Context: an optimization exercise on an open-source flow, tuned for small area. The choices shown serve that exercise and are no tape-out recipe. Only simulation tests tie the RTL to the original design; equivalence was not proved. Power is estimated from default activity; no workload was simulated.

File: config.mk
export PLATFORM = sky130hd
export DESIGN_NAME = indexed_sequence_store_core
export DESIGN_NICKNAME = indexed_sequence_store_core
export VERILOG_FILES = /design/flow/design.v
export SDC_FILE = /design/flow/constraint.sdc
export NUM_CORES = 4
export LEC_CHECK = 0
export CAP_MARGIN = 20
export CORE_MARGIN = 2
export CORE_UTILIZATION = 40
export SLEW_MARGIN = 20
File: constraint.sdc
create_clock -name core_clock -period 5.0 [get_ports {clk}]
set_input_delay 1.0000 -clock core_clock [delete_from_list [all_inputs] [get_ports {clk}]]
set_output_delay 1.0000 -clock core_clock [all_outputs]
set_load 0.01 [all_outputs]
File: design.v
package isq_pkg;
	localparam int CAPACITY   = 16;
	localparam int DATA_WIDTH = 32;
	localparam int IDX_W      = $clog2(CAPACITY);
	localparam int CNT_W      = $clog2(CAPACITY + 1);
	localparam int REQ_W    = 3;
	localparam int POS_W    = 5;
	localparam int WORD_W   = 32;
	localparam int STATUS_W = 2;
	localparam int COUNT_W  = 5;
	localparam logic [REQ_W-1:0] REQ_PUSH_BACK  = 3'd0;
	localparam logic [REQ_W-1:0] REQ_PUSH_FRONT = 3'd1;
	localparam logic [REQ_W-1:0] REQ_POP_FRONT  = 3'd2;
	localparam logic [REQ_W-1:0] REQ_POP_BACK   = 3'd3;
	localparam logic [REQ_W-1:0] REQ_INSERT     = 3'd4;
	localparam logic [REQ_W-1:0] REQ_REMOVE     = 3'd5;
	localparam logic [REQ_W-1:0] REQ_GET        = 3'd6;
	localparam logic [REQ_W-1:0] REQ_CLEAR      = 3'd7;
	localparam logic [STATUS_W-1:0] STS_OK    = 2'd0;
	localparam logic [STATUS_W-1:0] STS_EMPTY = 2'd1;
	localparam logic [STATUS_W-1:0] STS_RANGE = 2'd2;
	localparam logic [STATUS_W-1:0] STS_FULL  = 2'd3;
	localparam logic [1:0] OP_NONE  = 2'd0;
	localparam logic [1:0] OP_OPEN  = 2'd1;
	localparam logic [1:0] OP_CLOSE = 2'd2;
	localparam logic [1:0] OP_CLEAR = 2'd3;
	typedef struct packed {
		logic                  load;
		logic [1:0]            op;
		logic [IDX_W-1:0]      at;
		logic                  rd_en;
		logic [DATA_WIDTH-1:0] word;
	} isq_cmd_t;
	typedef struct packed {
		logic [CNT_W-1:0] count;
	} isq_sts_t;
endpackage
module isq_ctrl (
	input  logic                            clk,
	input  logic                            arst_n,
	input  logic                            in_valid,
	output logic                            in_ready,
	input  logic [isq_pkg::REQ_W-1:0]       req_type,
	input  logic [isq_pkg::POS_W-1:0]       position,
	input  logic [isq_pkg::WORD_W-1:0]      data_in,
	output logic                            out_valid,
	input  logic                            out_ready,
	output logic [isq_pkg::STATUS_W-1:0]    status,
	output isq_pkg::isq_cmd_t               cmd,
	input  isq_pkg::isq_sts_t               sts
);
	localparam logic S_IDLE = 1'b0;
	localparam logic S_RESP = 1'b1;
	logic                           state_q;
	logic [isq_pkg::STATUS_W-1:0]   status_q;
	logic                           accept;
	logic [isq_pkg::STATUS_W-1:0]   status_d;
	logic [1:0]                     op_d;
	logic [isq_pkg::IDX_W-1:0]      at_d;
	logic                           rd_d;
	logic [isq_pkg::POS_W-1:0]      cnt_ext;
	logic                           full;
	assign in_ready  = (state_q == S_IDLE) || out_ready;
	assign accept    = in_valid && in_ready;
	assign out_valid = (state_q == S_RESP);
	assign status    = status_q;
	assign cnt_ext = isq_pkg::POS_W'(sts.count);
	assign full    = (sts.count >= isq_pkg::CNT_W'(isq_pkg::CAPACITY));
	always_comb begin
		status_d = isq_pkg::STS_OK;
		op_d     = isq_pkg::OP_NONE;
		at_d     = '0;
		rd_d     = 1'b0;
		unique case (req_type)
			isq_pkg::REQ_PUSH_BACK: begin
				if (full) begin
					status_d = isq_pkg::STS_FULL;
				end else begin
					op_d = isq_pkg::OP_OPEN;
					at_d = sts.count[isq_pkg::IDX_W-1:0];
				end
			end
			isq_pkg::REQ_PUSH_FRONT: begin
				if (full) begin
					status_d = isq_pkg::STS_FULL;
				end else begin
					op_d = isq_pkg::OP_OPEN;
				end
			end
			isq_pkg::REQ_POP_FRONT: begin
				if (sts.count == '0) begin
					status_d = isq_pkg::STS_EMPTY;
				end else begin
					op_d = isq_pkg::OP_CLOSE;
				end
			end
			isq_pkg::REQ_POP_BACK: begin
				if (sts.count == '0) begin
					status_d = isq_pkg::STS_EMPTY;
				end else begin
					op_d = isq_pkg::OP_CLOSE;
					at_d = isq_pkg::IDX_W'(sts.count - isq_pkg::CNT_W'(1));
				end
			end
			isq_pkg::REQ_INSERT: begin
				if (position > cnt_ext) begin
					status_d = isq_pkg::STS_RANGE;
				end else if (full) begin
					status_d = isq_pkg::STS_FULL;
				end else begin
					op_d = isq_pkg::OP_OPEN;
					at_d = position[isq_pkg::IDX_W-1:0];
				end
			end
			isq_pkg::REQ_REMOVE: begin
				if (position >= cnt_ext) begin
					status_d = isq_pkg::STS_RANGE;
				end else begin
					op_d = isq_pkg::OP_CLOSE;
					at_d = position[isq_pkg::IDX_W-1:0];
				end
			end
			isq_pkg::REQ_GET: begin
				if (position >= cnt_ext) begin
					status_d = isq_pkg::STS_RANGE;
				end else begin
					rd_d = 1'b1;
					at_d = position[isq_pkg::IDX_W-1:0];
				end
			end
			isq_pkg::REQ_CLEAR: begin
				op_d = isq_pkg::OP_CLEAR;
			end
			default: begin
				op_d = isq_pkg::OP_NONE;
			end
		endcase
	end
	always_comb begin
		cmd.load  = accept;
		cmd.op    = op_d;
		cmd.at    = at_d;
		cmd.rd_en = rd_d;
		cmd.word  = data_in[isq_pkg::DATA_WIDTH-1:0];
	end
	always_ff @(posedge clk or negedge arst_n) begin
		if (!arst_n) begin
			state_q <= S_IDLE;
		end else if (accept) begin
			state_q <= S_RESP;
		end else if (out_ready) begin
			state_q <= S_IDLE;
		end
	end
	always_ff @(posedge clk) begin
		if (accept) begin
			status_q <= status_d;
		end
	end
endmodule
module isq_datapath (
	input  logic                          clk,
	input  logic                          arst_n,
	input  isq_pkg::isq_cmd_t             cmd,
	output isq_pkg::isq_sts_t             sts,
	output logic [isq_pkg::WORD_W-1:0]    read_data
);
	logic [isq_pkg::DATA_WIDTH-1:0] store_q [isq_pkg::CAPACITY];
	logic [isq_pkg::CNT_W-1:0]      count_q;
	logic [isq_pkg::DATA_WIDTH-1:0] rd_q;
	assign sts.count = count_q;
	assign read_data = isq_pkg::WORD_W'(rd_q);
	always_ff @(posedge clk) begin
		if (cmd.load) begin
			for (int i = 0; i < isq_pkg::CAPACITY; i++) begin
				if (cmd.op == isq_pkg::OP_OPEN) begin
					if (i == int'(cmd.at)) begin
						store_q[i] <= cmd.word;
					end else if (i > int'(cmd.at)) begin
						store_q[i] <= store_q[i-1];
					end
				end else if (cmd.op == isq_pkg::OP_CLOSE) begin
					if (i >= int'(cmd.at) && i < isq_pkg::CAPACITY - 1) begin
						store_q[i] <= store_q[i+1];
					end
				end
			end
		end
	end
	always_ff @(posedge clk or negedge arst_n) begin
		if (!arst_n) begin
			count_q <= '0;
		end else if (cmd.load) begin
			unique case (cmd.op)
				isq_pkg::OP_OPEN:  count_q <= count_q + isq_pkg::CNT_W'(1);
				isq_pkg::OP_CLOSE: count_q <= count_q - isq_pkg::CNT_W'(1);
				isq_pkg::OP_CLEAR: count_q <= '0;
				default:           count_q <= count_q;
			endcase
		end
	end
	always_ff @(posedge clk) begin
		if (cmd.load) begin
			rd_q <= cmd.rd_en ? store_q[cmd.at] : '0;
		end
	end
endmodule
module indexed_sequence_store_core (
	input  logic                            clk,
	input  logic                            arst_n,
	input  logic                            req_valid,
	output logic                            req_ready,
	input  logic [isq_pkg::REQ_W-1:0]       req_type,
	input  logic [isq_pkg::POS_W-1:0]       req_position,
	input  logic [isq_pkg::WORD_W-1:0]      req_data_in,
	output logic                            rsp_valid,
	input  logic                            rsp_ready,
	output logic [isq_pkg::WORD_W-1:0]      rsp_read_data,
	output logic [isq_pkg::STATUS_W-1:0]    rsp_status,
	output logic [isq_pkg::COUNT_W-1:0]     rsp_element_count
);
	isq_pkg::isq_cmd_t cmd;
	isq_pkg::isq_sts_t sts;
	isq_ctrl u_ctrl (
		.clk       (clk),
		.arst_n    (arst_n),
		.in_valid  (req_valid),
		.in_ready  (req_ready),
		.req_type  (req_type),
		.position  (req_position),
		.data_in   (req_data_in),
		.out_valid (rsp_valid),
		.out_ready (rsp_ready),
		.status    (rsp_status),
		.cmd       (cmd),
		.sts       (sts)
	);
	isq_datapath u_datapath (
		.clk       (clk),
		.arst_n    (arst_n),
		.cmd       (cmd),
		.sts       (sts),
		.read_data (rsp_read_data)
	);
	assign rsp_element_count = isq_pkg::COUNT_W'(sts.count);
endmodule
File: run.sh
#!/bin/bash
# synth_recipe.tcl (not shown) runs the flow's synth.tcl, then flattens the netlist and writes it again
# the make line also repeats each setting of config.mk as NAME=value (left out here)
make -C /OpenROAD-flow-scripts/flow DESIGN_CONFIG=/design/flow/config.mk WORK_HOME=/design/flow/orfs CLKGATE_MAP_FILE= SYNTH_SCRIPT=/design/flow/synth_recipe.tcl finish
==> notes.md <==
stage by stage:
stage | hold slack, ps | utilization, % | cells
after floorplan | 564.5 | - | 3096
final | 575.7 | 46.88 | 4245
after detailed placement | 584.1 | 44.37 | 4128
after global routing | 625.0 | 46.87 | 4242
after global placement | 559.6 | 44.37 | 4128
after CTS | 587.4 | 46.87 | 4242
routing by layer:
layer | up-vias | part of all wire [%]
li1 | 11670 | -
met1 | 13410 | 40
met2 | 1850 | 45
met3 | 377 | 11
met4 | 0 | 5.0
met5 | - | 0
worst max-delay path, delay by kind of cell:
| kind | cells | cell delay, ps |
|---|---|---|
| AND/OR/NAND/NOR | 3 | 920 |
| buffers and inverters | 3 | 1140 |
| AO/OA/AOI/OAI | 5 | 1440 |
worst paths after layout:
kind / start / end / slack [ps] / depth (start not counted)
worst max register to register: u_datapath.count_q[4]$_DFFE_PN0P_ / u_datapath.rd_q[1]$_SDFFCE_PN0P_ / 840 / 13
max in group asynchronous: arst_n / u_datapath.count_q[3]$_DFFE_PN0P_ / 4150 / 1
worst max-delay path: req_type[0] / u_datapath.rd_q[16]$_SDFFCE_PN0P_ / 820 / 11
min in group asynchronous: arst_n / u_ctrl.state_q$_DFFE_PN0P_ / 630 / 1
worst min register to register: u_ctrl.state_q$_DFFE_PN0P_ / u_ctrl.state_q$_DFFE_PN0P_ / 580 / 2
worst min-delay path: u_ctrl.state_q$_DFFE_PN0P_ / u_ctrl.state_q$_DFFE_PN0P_ / 580 / 2
cells in the final DEF (no fill, tap or decap), drive strengths merged, types with 7 or more instances in the layout:
cell	Yosys	layout
o32ai	7	7
nor4	17	17
a22o	23	23
ha	12	12
a2111oi	7	7
clkdlybuf4s50	0	84
nand3	44	44
a221oi	14	14
nor4b	9	9
edfxtp	546	546
inv	26	26
o22ai	13	13
o21ai	90	90
nor3	9	9
clkbuf	189	90
and2	14	14
buf	97	184
nor2	491	491
mux2	66	66
clkinv	0	21
a31oi	153	153
a21oi	403	403
o2bb2ai	29	29
a211oi	33	33
a32o	55	55
nand2	315	315
mux2i	369	369
o211ai	7	7
report_power, final:
part / total [uW] / leakage [uW] / switching, uW / internal (uW)
clock: 4580 / 0.000951 / 2010 / 2570
sequential: 6710 / 0.00509 / 556 / 6150
combinational: 6180 / 0.00688 / 4070 / 2120
final cells by class:
class,instances,area share [%]
clock inverters,24,0.4576
clock buffers,90,4.861
inverters,26,0.2847
flip-flops and latches,552,44.83
diodes,3,0.02034
repair buffers,268,7.953
well taps,1050,3.559
multi-input cells,2232,38.04
logic make-up after synthesis:
family,Yosys count,synth area share [%]
and+or+nand+nor,926,11.94
muxes,435,13.99
adders and majority gates,12,0.4735
DFF,552,52.18
AOI/OAI and AO/OA,857,16.94
buffers and inverters,312,4.427
xor gates and xnor gates,2,0.05525
sequential cells by signal (all words and copies together), names as in the netlist:
register	flops
u_datapath.count_q	5
u_ctrl.status_q	2
u_ctrl.state_q	1
u_datapath.store_q	512
u_datapath.rd_q	32
==> key figures <==
Status
  • Status: no timing/DRC/antenna violations

Die
  • Die area: ~82,000 um^2
  • FP Rows: ~100
  • Total core area: just under 80,000 um^2
  • Die X: around 290 um
  • Top Ports: 85
  • DIE HEIGHT: ~290 um
  • Starting Density: between 40% and 50%

Timing
  • Minimum clock period: ~4200 ps
  • Max Transition Viols Final: 0
  • Max Freq: 0.2392 GHz
  • Clock skew: 26.89 ps
  • RSZ-0062 raised after global routing: false
  • Slew @ Worst Pin: 1106 ps
  • Final Hold Vio Count: 0
  • Final WS setup: just over 800 ps
  • Rel. slew slack: roughly a quarter
  • Final setup vio count: 0
  • Sum Neg Setup Slack: 0 ps
  • Post-route clock period utilization: a little over four fifths

Global routing
  • Initial antenna violation count: 2
  • All-layer global routing usage: between 20% and 30%
  • Aggregate global routing overflow: 0
  • Most Used Layer, Global Route: met2
  • Vias in the first global route: 25,930
  • GR Util met3: ~5.7%
  • Met1 usage: between 40% and 50%
  • First-pass GRT wire length: roughly 180,000 um
  • Met2 usage: 46.58%
  • Largest net degree at the start of global routing: 94

Yosys
  • Top-count cell post-synth: edfxtp_1
  • Commonest cells post-synth: 546 x edfxtp_1, 487 x nor2_1, 401 x a21oi_1
  • Syn Std Cell Area: 31,710 um^2
  • Gate Count Post-Synth: between 3,000 and 4,000
  • Seq/Total Area, Yosys: a little over half
  • Post-synth EDFFs: 546
  • Yosys top cell area share: between 50 and 60%
  • Ys flop type: edfxtp_1
  • Largest cells by area after synthesis: edfxtp_1 52%, mux2i_1 12%, a21oi_1 6.3%, nor2_1 5.8%, nand2_1 3.7%
  • Yosys reg bits: between 500 and 600
  • Ys Warns: 3
  • Avg Inst Size Synth: 10.24 um^2
  • Syn_nets: 3,152
  • Synth async-reset ratio: under 10%
  • Yosys cell types: 63
  • Area leader, netlist: edfxtp_1

Power and ir drop
  • P per Cell Area: around 470 nW/um^2
  • Lkg Pwr: approximately 0.013 uW
  • Worst VDD drop: 0.2415 mV
  • Tot Pwr: around 17,000 uW

Critical path
  • Max stage delay cell, worst path: o211ai_1
  • Required time at the worst-slack endpoint: between 5000 and 6000 ps
  • Max incr delay on CP: 650 ps
  • Startpoint Class: primary input
  • Cell mode on critical path: buf_4
  • CP arrival: 4530 ps
  • CP Cell Sequence: clkdlybuf4s50_1 -> nand2b_1 -> or3_1 -> nand2_1 -> a31oi_4 -> o211ai_1 -> buf_4 -> buf_4 -> o21ai_0 -> a211oi_1 -> a31oi_1
  • CP Class: primary input to flip-flop
  • CP Capture Type: flip-flop
  • Max FO, Critical Path: 14

Placed design
  • PortBufs: 84
  • Cell Area, Placed: ~35,000 um^2
  • DP Wirelength: 77,330 um
  • Placer congestion estimate: 0.9245
  • Placement Setup Slack: 209.8 ps

Cells and area
  • Area of the multi-input gates: 14,040 um^2
  • Share of cells above drive strength 1: 12.16%
  • Filler cells: ~7,200
  • Design Area, Final: 36,910 um^2
  • Register area: between 15,000 and 20,000 um^2
  • Final nets: 3,203
  • P&R area growth vs syn: 16.40%

Clocking
  • Number of clock buffers inserted by TritonCTS: 67
  • CTS max path bufs: 3
  • CTS Sinks: between 500 and 600
  • CTS tree: done
  • Clk root buf: clkbuf_16
  • Post-CTS setup repair buffer count: 0
  • Reg clk slew, reported paths: roughly 60 ps
  • Clk latency of the worst-skew pair: between 600 and 700 ps
  • Hold buffers post-CTS: 0
  • Number of cells upsized or downsized after cts: 0
  • CTS H-tree depth: 3

Routing
  • Final WL: 124,900 um
  • Count of TritonRoute iterations in the first routing pass: 8
  • Residual DRC count: 0
  • Final ANT Viol Nets: 0
  • Drt via density: roughly 6.4
  • Detailed Route Iter0 Violations: about 3,600
  • Via count: roughly 27,000
  • WL/cell: approximately 30 um

Run
  • Max_cap viols: 0

Worst hold path
  • Worst Hold Class: flip-flop to flip-flop

==> static timing again, ports no longer ideal <==
In the flow no input, the clock included, has a driving cell. The finished layout below was timed again as built, in two steps.
Step 1 (the two cells are an assumption about what drives the block):
set clk [get_ports {clk}]
set_driving_cell -lib_cell sky130_fd_sc_hd__clkbuf_16 $clk
set_driving_cell -lib_cell sky130_fd_sc_hd__buf_2 [delete_from_list [all_inputs] $clk]
Step 2 adds t to the input delays and takes it off the output delays; t is the mean of the earliest and latest rising clock arrival at the registers after step 1. Input paths then give back, and output paths get back, about the clock's delay inside the block.
Three values: ideal, step 1, step 2; two values: the first two.
t (ns): 0.682
setup WS [ns]: 0.819 / 0.843 / 0.177
hold WS [ns]: 0.576 / 0.576 / 0.576
After both steps setup and hold are still met in this run. For this run, drivers alone change the setup slack by +0.024 ns; drivers and shift together by -0.642 ns.
